Background: an optimization exercise with open tools, aiming at a short achievable clock period. Do not read the settings as production practice.
Only simulation tests tie the RTL to the original design; equivalence was not proved.
No activity file was given, so power comes from the tool's default toggle rates.

--- flow/config.mk ---
export PLATFORM = sky130hd
export DESIGN_NAME = meter_period_consumption_core
export DESIGN_NICKNAME = meter_period_consumption_core
export VERILOG_FILES = /design/flow/design.v
export SDC_FILE = /design/flow/constraint.sdc
export NUM_CORES = 4
export LEC_CHECK = 0
export CAP_MARGIN = 20
export CORE_MARGIN = 2
export CORE_UTILIZATION = 40
export SLEW_MARGIN = 20
--- flow/constraint.sdc ---
create_clock -name core_clock -period 13.0 [get_ports {aclk}]
set_input_delay 2.6000 -clock core_clock [delete_from_list [all_inputs] [get_ports {aclk}]]
set_output_delay 2.6000 -clock core_clock [all_outputs]
set_load 0.01 [all_outputs]
--- flow/design.v ---
`default_nettype none
package mpc_pkg;
    localparam int NPER      = 6;
    localparam int P_TODAY     = 0;
    localparam int P_YESTERDAY = 1;
    localparam int P_WEEK      = 2;
    localparam int P_MONTH     = 3;
    localparam int P_YEAR      = 4;
    localparam int P_QUARTER   = 5;
    localparam int READING_BITS = 32;
    localparam int RD_W   = 32;
    localparam int USE_W  = 33;
    localparam int DIFF_W = USE_W + 1;
    localparam int THR_W  = 16;
    localparam int YEAR_W = 12;
    localparam int DOY_W  = 9;
    localparam logic [RD_W-1:0] READING_MASK = (READING_BITS >= RD_W) ? '1 :
        RD_W'((64'(1) << READING_BITS) - 64'(1));
    localparam int CFG_IDX_W = 3;
    localparam logic [CFG_IDX_W-1:0] CFG_WEEK_START     = 3'd0;
    localparam logic [CFG_IDX_W-1:0] CFG_QUARTER_ANCHOR = 3'd1;
    localparam logic [CFG_IDX_W-1:0] CFG_QUARTER_DAY    = 3'd2;
    localparam logic [CFG_IDX_W-1:0] CFG_THRESHOLD      = 3'd3;
    localparam logic [CFG_IDX_W-1:0] CFG_PERIOD_ENABLE  = 3'd4;
    localparam logic [2:0]       RST_WEEK_START     = 3'd2;
    localparam logic [3:0]       RST_QUARTER_ANCHOR = 4'd1;
    localparam logic [4:0]       RST_QUARTER_DAY    = 5'd1;
    localparam logic [THR_W-1:0] RST_THRESHOLD      = 16'd10;
    localparam logic [NPER-1:0]  RST_PERIOD_ENABLE  = 6'h3f;
    localparam int MONTHS_PER_YEAR = 12;
    localparam int YEARS_PER_CENTURY = 100;
    localparam int CENTURY_RECIP = 5243;
    localparam int CENTURY_SHIFT = 19;
    typedef logic signed [USE_W-1:0] use_t;
    typedef struct packed {
        use_t [NPER-1:0] val;
        logic            rolled;
    } period_word_t;
    typedef struct packed {
        use_t [NPER-1:0] val;
        logic [NPER-1:0] mask;
        logic            rolled;
    } result_word_t;
endpackage
`default_nettype wire
`default_nettype none
import mpc_pkg::*;
module mpc_change_detect (
    input  wire logic                       aclk,
    input  wire logic                       aresetn,
    input  wire logic                       in_valid,
    output logic                            in_ready,
    input  wire mpc_pkg::period_word_t      in_word,
    input  wire logic [mpc_pkg::THR_W-1:0]  threshold,
    input  wire logic [mpc_pkg::NPER-1:0]   enable,
    output logic                            out_valid,
    input  wire logic                       out_ready,
    output mpc_pkg::result_word_t           out_word
);
    logic                            out_valid_reg;
    mpc_pkg::result_word_t                    out_word_reg;
    mpc_pkg::result_word_t                    out_word_next;
    mpc_pkg::use_t       [NPER-1:0]           last_sent_reg;
    mpc_pkg::use_t       [NPER-1:0]           last_sent_next;
    logic       [NPER-1:0]           sent_once_reg;
    logic       [NPER-1:0]           sent_once_next;
    logic                            adv;
    assign in_ready  = !out_valid_reg || out_ready;
    assign adv       = in_valid && in_ready;
    assign out_valid = out_valid_reg;
    assign out_word  = out_word_reg;
    always_comb begin
        logic signed [DIFF_W-1:0] diff;
        logic signed [DIFF_W-1:0] thr;
        logic                     moved;
        thr = $signed({{(DIFF_W-THR_W){1'b0}}, threshold});
        out_word_next.rolled = in_word.rolled;
        last_sent_next = last_sent_reg;
        sent_once_next = sent_once_reg;
        for (int i = 0; i < NPER; i++) begin
            diff  = $signed({in_word.val[i][USE_W-1], in_word.val[i]}) -
                    $signed({last_sent_reg[i][USE_W-1], last_sent_reg[i]});
            moved = (diff > thr) || (diff < -thr);
            out_word_next.val[i]  = enable[i] ? in_word.val[i] : '0;
            out_word_next.mask[i] = enable[i] && (!sent_once_reg[i] || moved);
            if (out_word_next.mask[i]) begin
                last_sent_next[i] = in_word.val[i];
                sent_once_next[i] = 1'b1;
            end
        end
    end
    always_ff @(posedge aclk) begin
        if (!aresetn) begin
            out_valid_reg <= 1'b0;
            sent_once_reg <= '0;
            last_sent_reg <= '0;
        end else begin
            if (adv) begin
                out_valid_reg <= 1'b1;
                sent_once_reg <= sent_once_next;
                last_sent_reg <= last_sent_next;
            end else if (out_ready) begin
                out_valid_reg <= 1'b0;
            end
        end
        if (adv) begin
            out_word_reg  <= out_word_next;
        end
    end
endmodule
`default_nettype wire
`default_nettype none
import mpc_pkg::*;
module meter_period_consumption_core (
    input  wire logic         aclk,
    input  wire logic         aresetn,
    input  wire logic [71:0]  s_tdata,
    input  wire logic [1:0]   s_tuser,
    input  wire logic         s_tvalid,
    output logic              s_tready,
    output logic [199:0]      m_tdata,
    output logic [6:0]        m_tuser,
    output logic              m_tvalid,
    input  wire logic         m_tready,
    input  wire logic         cfg_valid,
    output logic              cfg_ready,
    input  wire logic [mpc_pkg::CFG_IDX_W-1:0] cfg_index,
    input  wire logic [15:0]  cfg_data
);
    function automatic logic is_leap(input logic [YEAR_W-1:0] y);
        logic [24:0]       prod;
        logic [5:0]        cent;
        logic [YEAR_W-1:0] rem;
        prod = 25'(y) * 25'(CENTURY_RECIP);
        cent = prod[24:CENTURY_SHIFT];
        rem  = y - YEAR_W'(cent) * YEAR_W'(YEARS_PER_CENTURY);
        is_leap = ((y[1:0] == 2'b00) && ((rem != '0) || (cent[1:0] == 2'b00)));
    endfunction
    function automatic logic [4:0] month_days(input logic leap, input logic [3:0] m);
        logic [4:0] len;
        unique case (m)
            4'd2:                    len = leap ? 5'd29 : 5'd28;
            4'd4, 4'd6, 4'd9, 4'd11: len = 5'd30;
            default:                 len = 5'd31;
        endcase
        month_days = len;
    endfunction
    function automatic logic mod3_zero(input logic [3:0] x);
        logic z;
        case (x)
            4'd0, 4'd3, 4'd6, 4'd9, 4'd12, 4'd15: z = 1'b1;
            default:                              z = 1'b0;
        endcase
        mod3_zero = z;
    endfunction
    logic [2:0]       week_start_reg;
    logic [3:0]       q_anchor_reg;
    logic [4:0]       q_day_reg;
    logic [THR_W-1:0] threshold_reg;
    logic [NPER-1:0]  enable_reg;
    logic             s0_valid_reg;
    logic [RD_W-1:0]  s0_reading_reg;
    logic             s0_date_valid_reg;
    logic [4:0]       s0_mday_reg;
    logic [2:0]       s0_wday_reg;
    logic [DOY_W-1:0] s0_doy_reg;
    logic             s0_qstart_reg;
    logic [RD_W-1:0]  today_base_reg,     today_base_next;
    logic [RD_W-1:0]  yesterday_base_reg, yesterday_base_next;
    logic [RD_W-1:0]  week_base_reg,      week_base_next;
    logic [RD_W-1:0]  month_base_reg,     month_base_next;
    logic [RD_W-1:0]  year_base_reg,      year_base_next;
    logic [RD_W-1:0]  quarter_base_reg,   quarter_base_next;
    logic [DOY_W-1:0] stored_day_reg;
    logic             a_valid_reg;
    mpc_pkg::period_word_t     a_word_reg, a_word_next;
    logic             a_ready;
    logic             s0_ready;
    logic             s0_adv;
    logic             roll;
    logic             seen;
    logic             cd_in_ready;
    logic [RD_W-1:0]   in_reading;
    logic [YEAR_W-1:0] in_year;
    logic [3:0]        in_month;
    logic [4:0]        in_mday;
    logic              in_qstart;
    mpc_pkg::result_word_t      res_word;
    assign in_reading = s_tdata[31:0] & READING_MASK;
    assign in_year    = s_tdata[43:32];
    assign in_month   = s_tdata[47:44];
    assign in_mday    = s_tdata[52:48];
    assign cfg_ready = 1'b1;
    always_ff @(posedge aclk) begin
        if (!aresetn) begin
            week_start_reg <= RST_WEEK_START;
            q_anchor_reg   <= RST_QUARTER_ANCHOR;
            q_day_reg      <= RST_QUARTER_DAY;
            threshold_reg  <= RST_THRESHOLD;
            enable_reg     <= RST_PERIOD_ENABLE;
        end else if (cfg_valid) begin
            unique case (cfg_index)
                CFG_WEEK_START:     week_start_reg <= cfg_data[2:0];
                CFG_QUARTER_ANCHOR: q_anchor_reg   <= cfg_data[3:0];
                CFG_QUARTER_DAY:    q_day_reg      <= cfg_data[4:0];
                CFG_THRESHOLD:      threshold_reg  <= cfg_data[THR_W-1:0];
                CFG_PERIOD_ENABLE:  enable_reg     <= cfg_data[NPER-1:0];
                default: ;
            endcase
        end
    end
    always_comb begin
        logic [3:0]        anchor;
        logic signed [4:0] mdiff;
        logic [3:0]        mdist;
        logic [4:0]        qday;
        logic [4:0]        lim;
        anchor = ((q_anchor_reg >= 4'd1) && (q_anchor_reg <= 4'(MONTHS_PER_YEAR)))
                 ? q_anchor_reg : 4'd1;
        mdiff  = $signed({1'b0, in_month}) - $signed({1'b0, anchor});
        mdist  = (mdiff < 0) ? 4'(mdiff + 5'sd12) : mdiff[3:0];
        qday   = (q_day_reg == '0) ? 5'd1 : q_day_reg;
        lim    = month_days(is_leap(in_year), in_month);
        if (qday > lim) begin
            qday = lim;
        end
        in_qstart = mod3_zero(mdist) && (in_mday == qday);
    end
    assign a_ready  = !a_valid_reg || cd_in_ready;
    assign s0_ready = !s0_valid_reg || a_ready;
    assign s_tready = s0_ready;
    assign s0_adv   = s0_valid_reg && a_ready;
    always_ff @(posedge aclk) begin
        if (!aresetn) begin
            s0_valid_reg <= 1'b0;
        end else if (s0_ready) begin
            s0_valid_reg <= s_tvalid && s_tuser[0];
        end
        if (s_tvalid && s0_ready) begin
            s0_reading_reg    <= in_reading;
            s0_date_valid_reg <= s_tuser[1];
            s0_mday_reg       <= in_mday;
            s0_wday_reg       <= s_tdata[55:53];
            s0_doy_reg        <= s_tdata[64:56];
            s0_qstart_reg     <= in_qstart;
        end
    end
    assign seen = (stored_day_reg != '0);
    assign roll = s0_date_valid_reg && !((s0_doy_reg == stored_day_reg) && seen);
    always_comb begin
        today_base_next     = today_base_reg;
        yesterday_base_next = yesterday_base_reg;
        week_base_next      = week_base_reg;
        month_base_next     = month_base_reg;
        year_base_next      = year_base_reg;
        quarter_base_next   = quarter_base_reg;
        if (roll) begin
            yesterday_base_next = today_base_reg;
            today_base_next     = s0_reading_reg;
            if (seen) begin
                if (s0_wday_reg == week_start_reg) week_base_next = s0_reading_reg;
                if (s0_mday_reg == 5'd1)           month_base_next = s0_reading_reg;
                if (s0_doy_reg == 9'd1)            year_base_next = s0_reading_reg;
                if (s0_qstart_reg)                 quarter_base_next = s0_reading_reg;
            end
        end
        a_word_next.rolled = roll;
        a_word_next.val[P_TODAY] =
            $signed({1'b0, s0_reading_reg}) - $signed({1'b0, today_base_next});
        a_word_next.val[P_YESTERDAY] =
            $signed({1'b0, today_base_next}) - $signed({1'b0, yesterday_base_next});
        a_word_next.val[P_WEEK] =
            $signed({1'b0, s0_reading_reg}) - $signed({1'b0, week_base_next});
        a_word_next.val[P_MONTH] =
            $signed({1'b0, s0_reading_reg}) - $signed({1'b0, month_base_next});
        a_word_next.val[P_YEAR] =
            $signed({1'b0, s0_reading_reg}) - $signed({1'b0, year_base_next});
        a_word_next.val[P_QUARTER] =
            $signed({1'b0, s0_reading_reg}) - $signed({1'b0, quarter_base_next});
    end
    always_ff @(posedge aclk) begin
        if (!aresetn) begin
            a_valid_reg        <= 1'b0;
            today_base_reg     <= '0;
            yesterday_base_reg <= '0;
            week_base_reg      <= '0;
            month_base_reg     <= '0;
            year_base_reg      <= '0;
            quarter_base_reg   <= '0;
            stored_day_reg     <= '0;
        end else begin
            if (a_ready) begin
                a_valid_reg <= s0_valid_reg;
            end
            if (s0_adv) begin
                today_base_reg     <= today_base_next;
                yesterday_base_reg <= yesterday_base_next;
                week_base_reg      <= week_base_next;
                month_base_reg     <= month_base_next;
                year_base_reg      <= year_base_next;
                quarter_base_reg   <= quarter_base_next;
                if (roll) begin
                    stored_day_reg <= s0_doy_reg;
                end
            end
        end
        if (s0_adv) begin
            a_word_reg <= a_word_next;
        end
    end
    mpc_change_detect u_change (
        .aclk      (aclk),
        .aresetn   (aresetn),
        .in_valid  (a_valid_reg),
        .in_ready  (cd_in_ready),
        .in_word   (a_word_reg),
        .threshold (threshold_reg),
        .enable    (enable_reg),
        .out_valid (m_tvalid),
        .out_ready (m_tready),
        .out_word  (res_word)
    );
    always_comb begin
        m_tdata = '0;
        for (int i = 0; i < NPER; i++) begin
            m_tdata[i*USE_W +: USE_W] = res_word.val[i];
        end
        m_tuser = {res_word.rolled, res_word.mask};
    end
endmodule
`default_nettype wire
--- flow/run.sh ---
#!/bin/bash
# synth_recipe.tcl (not shown) runs the flow's synth.tcl, then flattens the netlist and writes it again
# the make line also repeats each setting of config.mk as NAME=value (left out here)
make -C /OpenROAD-flow-scripts/flow DESIGN_CONFIG=/design/flow/config.mk WORK_HOME=/design/flow/orfs CLKGATE_MAP_FILE= SYNTH_SCRIPT=/design/flow/synth_recipe.tcl finish
==> run notes <==
## layout make-up
cell class                 instances  area (um2)
inverter                         479        1810
antenna                            4        10.0
timing repair buffer             391        3720
tap                             2160        2700
fill                           15277       86600
multi-input combinational       5371       39600
clock inverter                    53         627
sequential                       897       22500
clock buffer                     144        3000
## where the power goes
group / total (uW) / switching [uW] / internal [uW]
clock: 3110 / 1300 / 1800
sequential: 3220 / 85.0 / 3130
combinational: 3010 / 1740 / 1260
total: 9330 / 3130 / 6200
## cells in the final DEF, fill, tap and decap left out, drive strengths merged, types with 221 or more instances in the layout
cell type        n
nand2          987
nor2           273
a21oi          422
and2           221
edfxtp         455
ha             807
xnor2          242
clkdlybuf4s50  296
mux2i          374
inv            486
dfxtp          442
o21ai          299
## cells in the mapped netlist (all sizes together) (42+ instances only)
master | n | area [um2]
and3 | 42 | 263
inv | 479 | 1800
nand2 | 987 | 3700
mux2i | 374 | 3740
nand2b | 84 | 526
nor3 | 107 | 546
o21ai | 299 | 1520
clkbuf | 189 | 711
and2 | 221 | 1380
a21oi | 422 | 2120
dfxtp | 442 | 8850
o21bai | 48 | 360
xnor2 | 242 | 2120
nand3 | 109 | 546
a211oi | 48 | 360
xor2 | 118 | 1030
nand4 | 89 | 557
buf | 42 | 303
fa | 56 | 1120
a21o | 204 | 1530
ha | 807 | 10100
nor2b | 83 | 519
nor2 | 273 | 1020
edfxtp | 455 | 13700
a21boi | 116 | 871
o211a | 135 | 1350
o21a | 72 | 541
## routing by layer
layer  track usage (%)  vias to the layer above
met5                 0                        -
met2              38.4                     1465
li1                  -                    25603
met3              3.52                      342
met1              31.9                    24888
met4              11.0                       14
## through the flow
step                hold slack, ns  utilization [%]  std cells
floorplan                    0.400                -       6978
global placement             0.442             43.8       9297
detailed placement           0.448             43.8       9297
CTS                          0.459             46.0       9494
global route                 0.468             46.0       9495
finish                       0.458             46.0       9499
## path summary, 6_finish.rpt
check	endpoint	start	slack, ns	depth (start not counted)
min	u_change.last_sent_reg[147]	u_change.last_sent_reg[147]	0.46	2
min reg2reg	u_change.last_sent_reg[147]	u_change.last_sent_reg[147]	0.46	2
max reg2reg	u_change.last_sent_reg[55]	threshold_reg[3]	4.96	22
max	s0_qstart_reg	s_tdata[38]	1.29	46
## worst max-delay path, delay by kind of cell
kind / cells / cell delay (ns)
XOR/XNOR: 3 / 0.57
adder cells (fa/ha/maj): 12 / 4.67
AO/OA/AOI/OAI: 15 / 2.33
buffers and inverters: 8 / 0.97
AND/OR/NAND/NOR: 8 / 1.07
## cells by family after synthesis
family | count (synthesis)
buf+inv | 710
compound gates | 1620
simple gates | 2143
other cells | 2
fa+ha+maj | 863
xor+xnor | 360
mux | 382
flops | 897
==> run notes <==
outcome timing/DRC/antenna clean; Post-Synth XOR/XNOR Area 4.88%; global-route wire length before repair 301 mm; Slew Limit Headroom 16.8%; setup TNS 0 ns; post-synthesis mux area share 5.93%; wire per inst 21.3 um; die width 406 um; setup violators final 0; Clock Sinks 897; max incr delay on CP 0.63 ns; row count 147; Final Hold Fails 0; synth unique cells 93; highest-delay cell along the critical path fa_1; Avg Vias per Cell 5.51; max-cap viol count 0; number of synthesized flops with an enable pin 455; met2 wire length 90.6 mm; layout cells sized above 1 4.84%; Fmax achieved 85.4 MHz; leakage 0.0310 uW; Tcrit/Tclk final 90.1%; die area 0.165 mm2; largest net degree at the start of global routing 213; post-CTS resize count 0; crit path DAT 12.21 ns; Final Total Pwr 9330 uW; TritonCTS Buffers 104; Mapped Area 0.0647 mm2; HP Class reg -> reg; gpl congestion 0.913; post-route cell area 0.0739 mm2; crit path launch type primary input; core area 0.161 mm2; critical path peak fanout 3; clock skew 0.0487 ns; Synth Register Bits 897; initial antenna violation count 14; GRT Total Usage 24.0%; Simple-Gate Fraction of Synth Area 15.7%; Layout area overhead 14.3%; initial drt markers 3917; async set-reset flop share out of synthesis 0%; most used cell, CP ha_1; Slew @ Worst Pin 1.22 ns; setup repair after global routing missed its margin false; root buffer cell clkbuf_16; CTS tree yes; dpl ws 0.490 ns; syn_area_per_cell 9.27 um2; final setup margin 1.29 ns; DIE HEIGHT 406 um; antenna-violating nets left 0; Area after DPL 0.0703 mm2; clock buffer depth 3; min Tclk post-route 11.71 ns; largest family of logic cells by synthesized area adder cells; Final nets 8205; clk latency of the worst-skew pair 0.76 ns; drc violations 0; PortBufs 297; complex-gate fraction of the synthesized area 17.0%; cell count after synthesis 6977; htree depth 3; Post-Synth Adder-Cell Area 17.3%; sequential share of the synthesized area 34.8%; gr ovfl total 0; Worst-path clk slew 0.06 ns; max reg flops 205; post-CTS setup buffers 0; Initial Utilization 40.3%; number of global-route vias before repair 49559; YS warnings 2; iteration count of the initial detailed-routing pass 6; dpl hpwl 148 mm; io pins 308; Synth Flop Type edfxtp_1; Met1 Wirelength 89.2 mm; Max rail drop VDD 0.335 mV; max-slew violations 0; CP required 13.50 ns; routed vias 52312; power density over cell area 126 mW/mm2; kind of critical path in -> reg; Crit. End Element flip-flop; highest routed layer met5; Routed met3 length 12.5 mm; Post-CTS Hold Fix Bufs 0; Routed WL 202 mm

-- afterwards: timing with drivers on the ports --
The results above use ideal ports. As a check the final layout listed here was re-extracted and re-timed, cells and wires unchanged.
Step 1 (the two cells are an assumption about what drives the block):
set clk [get_ports {aclk}]
set_driving_cell -lib_cell sky130_fd_sc_hd__clkbuf_16 $clk
set_driving_cell -lib_cell sky130_fd_sc_hd__buf_2 [delete_from_list [all_inputs] $clk]
Step 2 adds t to the input delays and takes it off the output delays; t is the mean of the earliest and latest rising clock arrival at the registers after step 1. Input paths then give back, and output paths get back, about the clock's delay inside the block.
a / b / c = ideal ports / drivers / drivers and shift; a / b = the first two.
t, ns: 0.819
setup WS [ns]: 1.290 / 1.347 / 0.528
worst setup path after step 2: input to register
After both steps this run still meets setup and hold. The setup slack of this run moves by +0.057 ns with the drivers and by -0.762 ns with both steps.
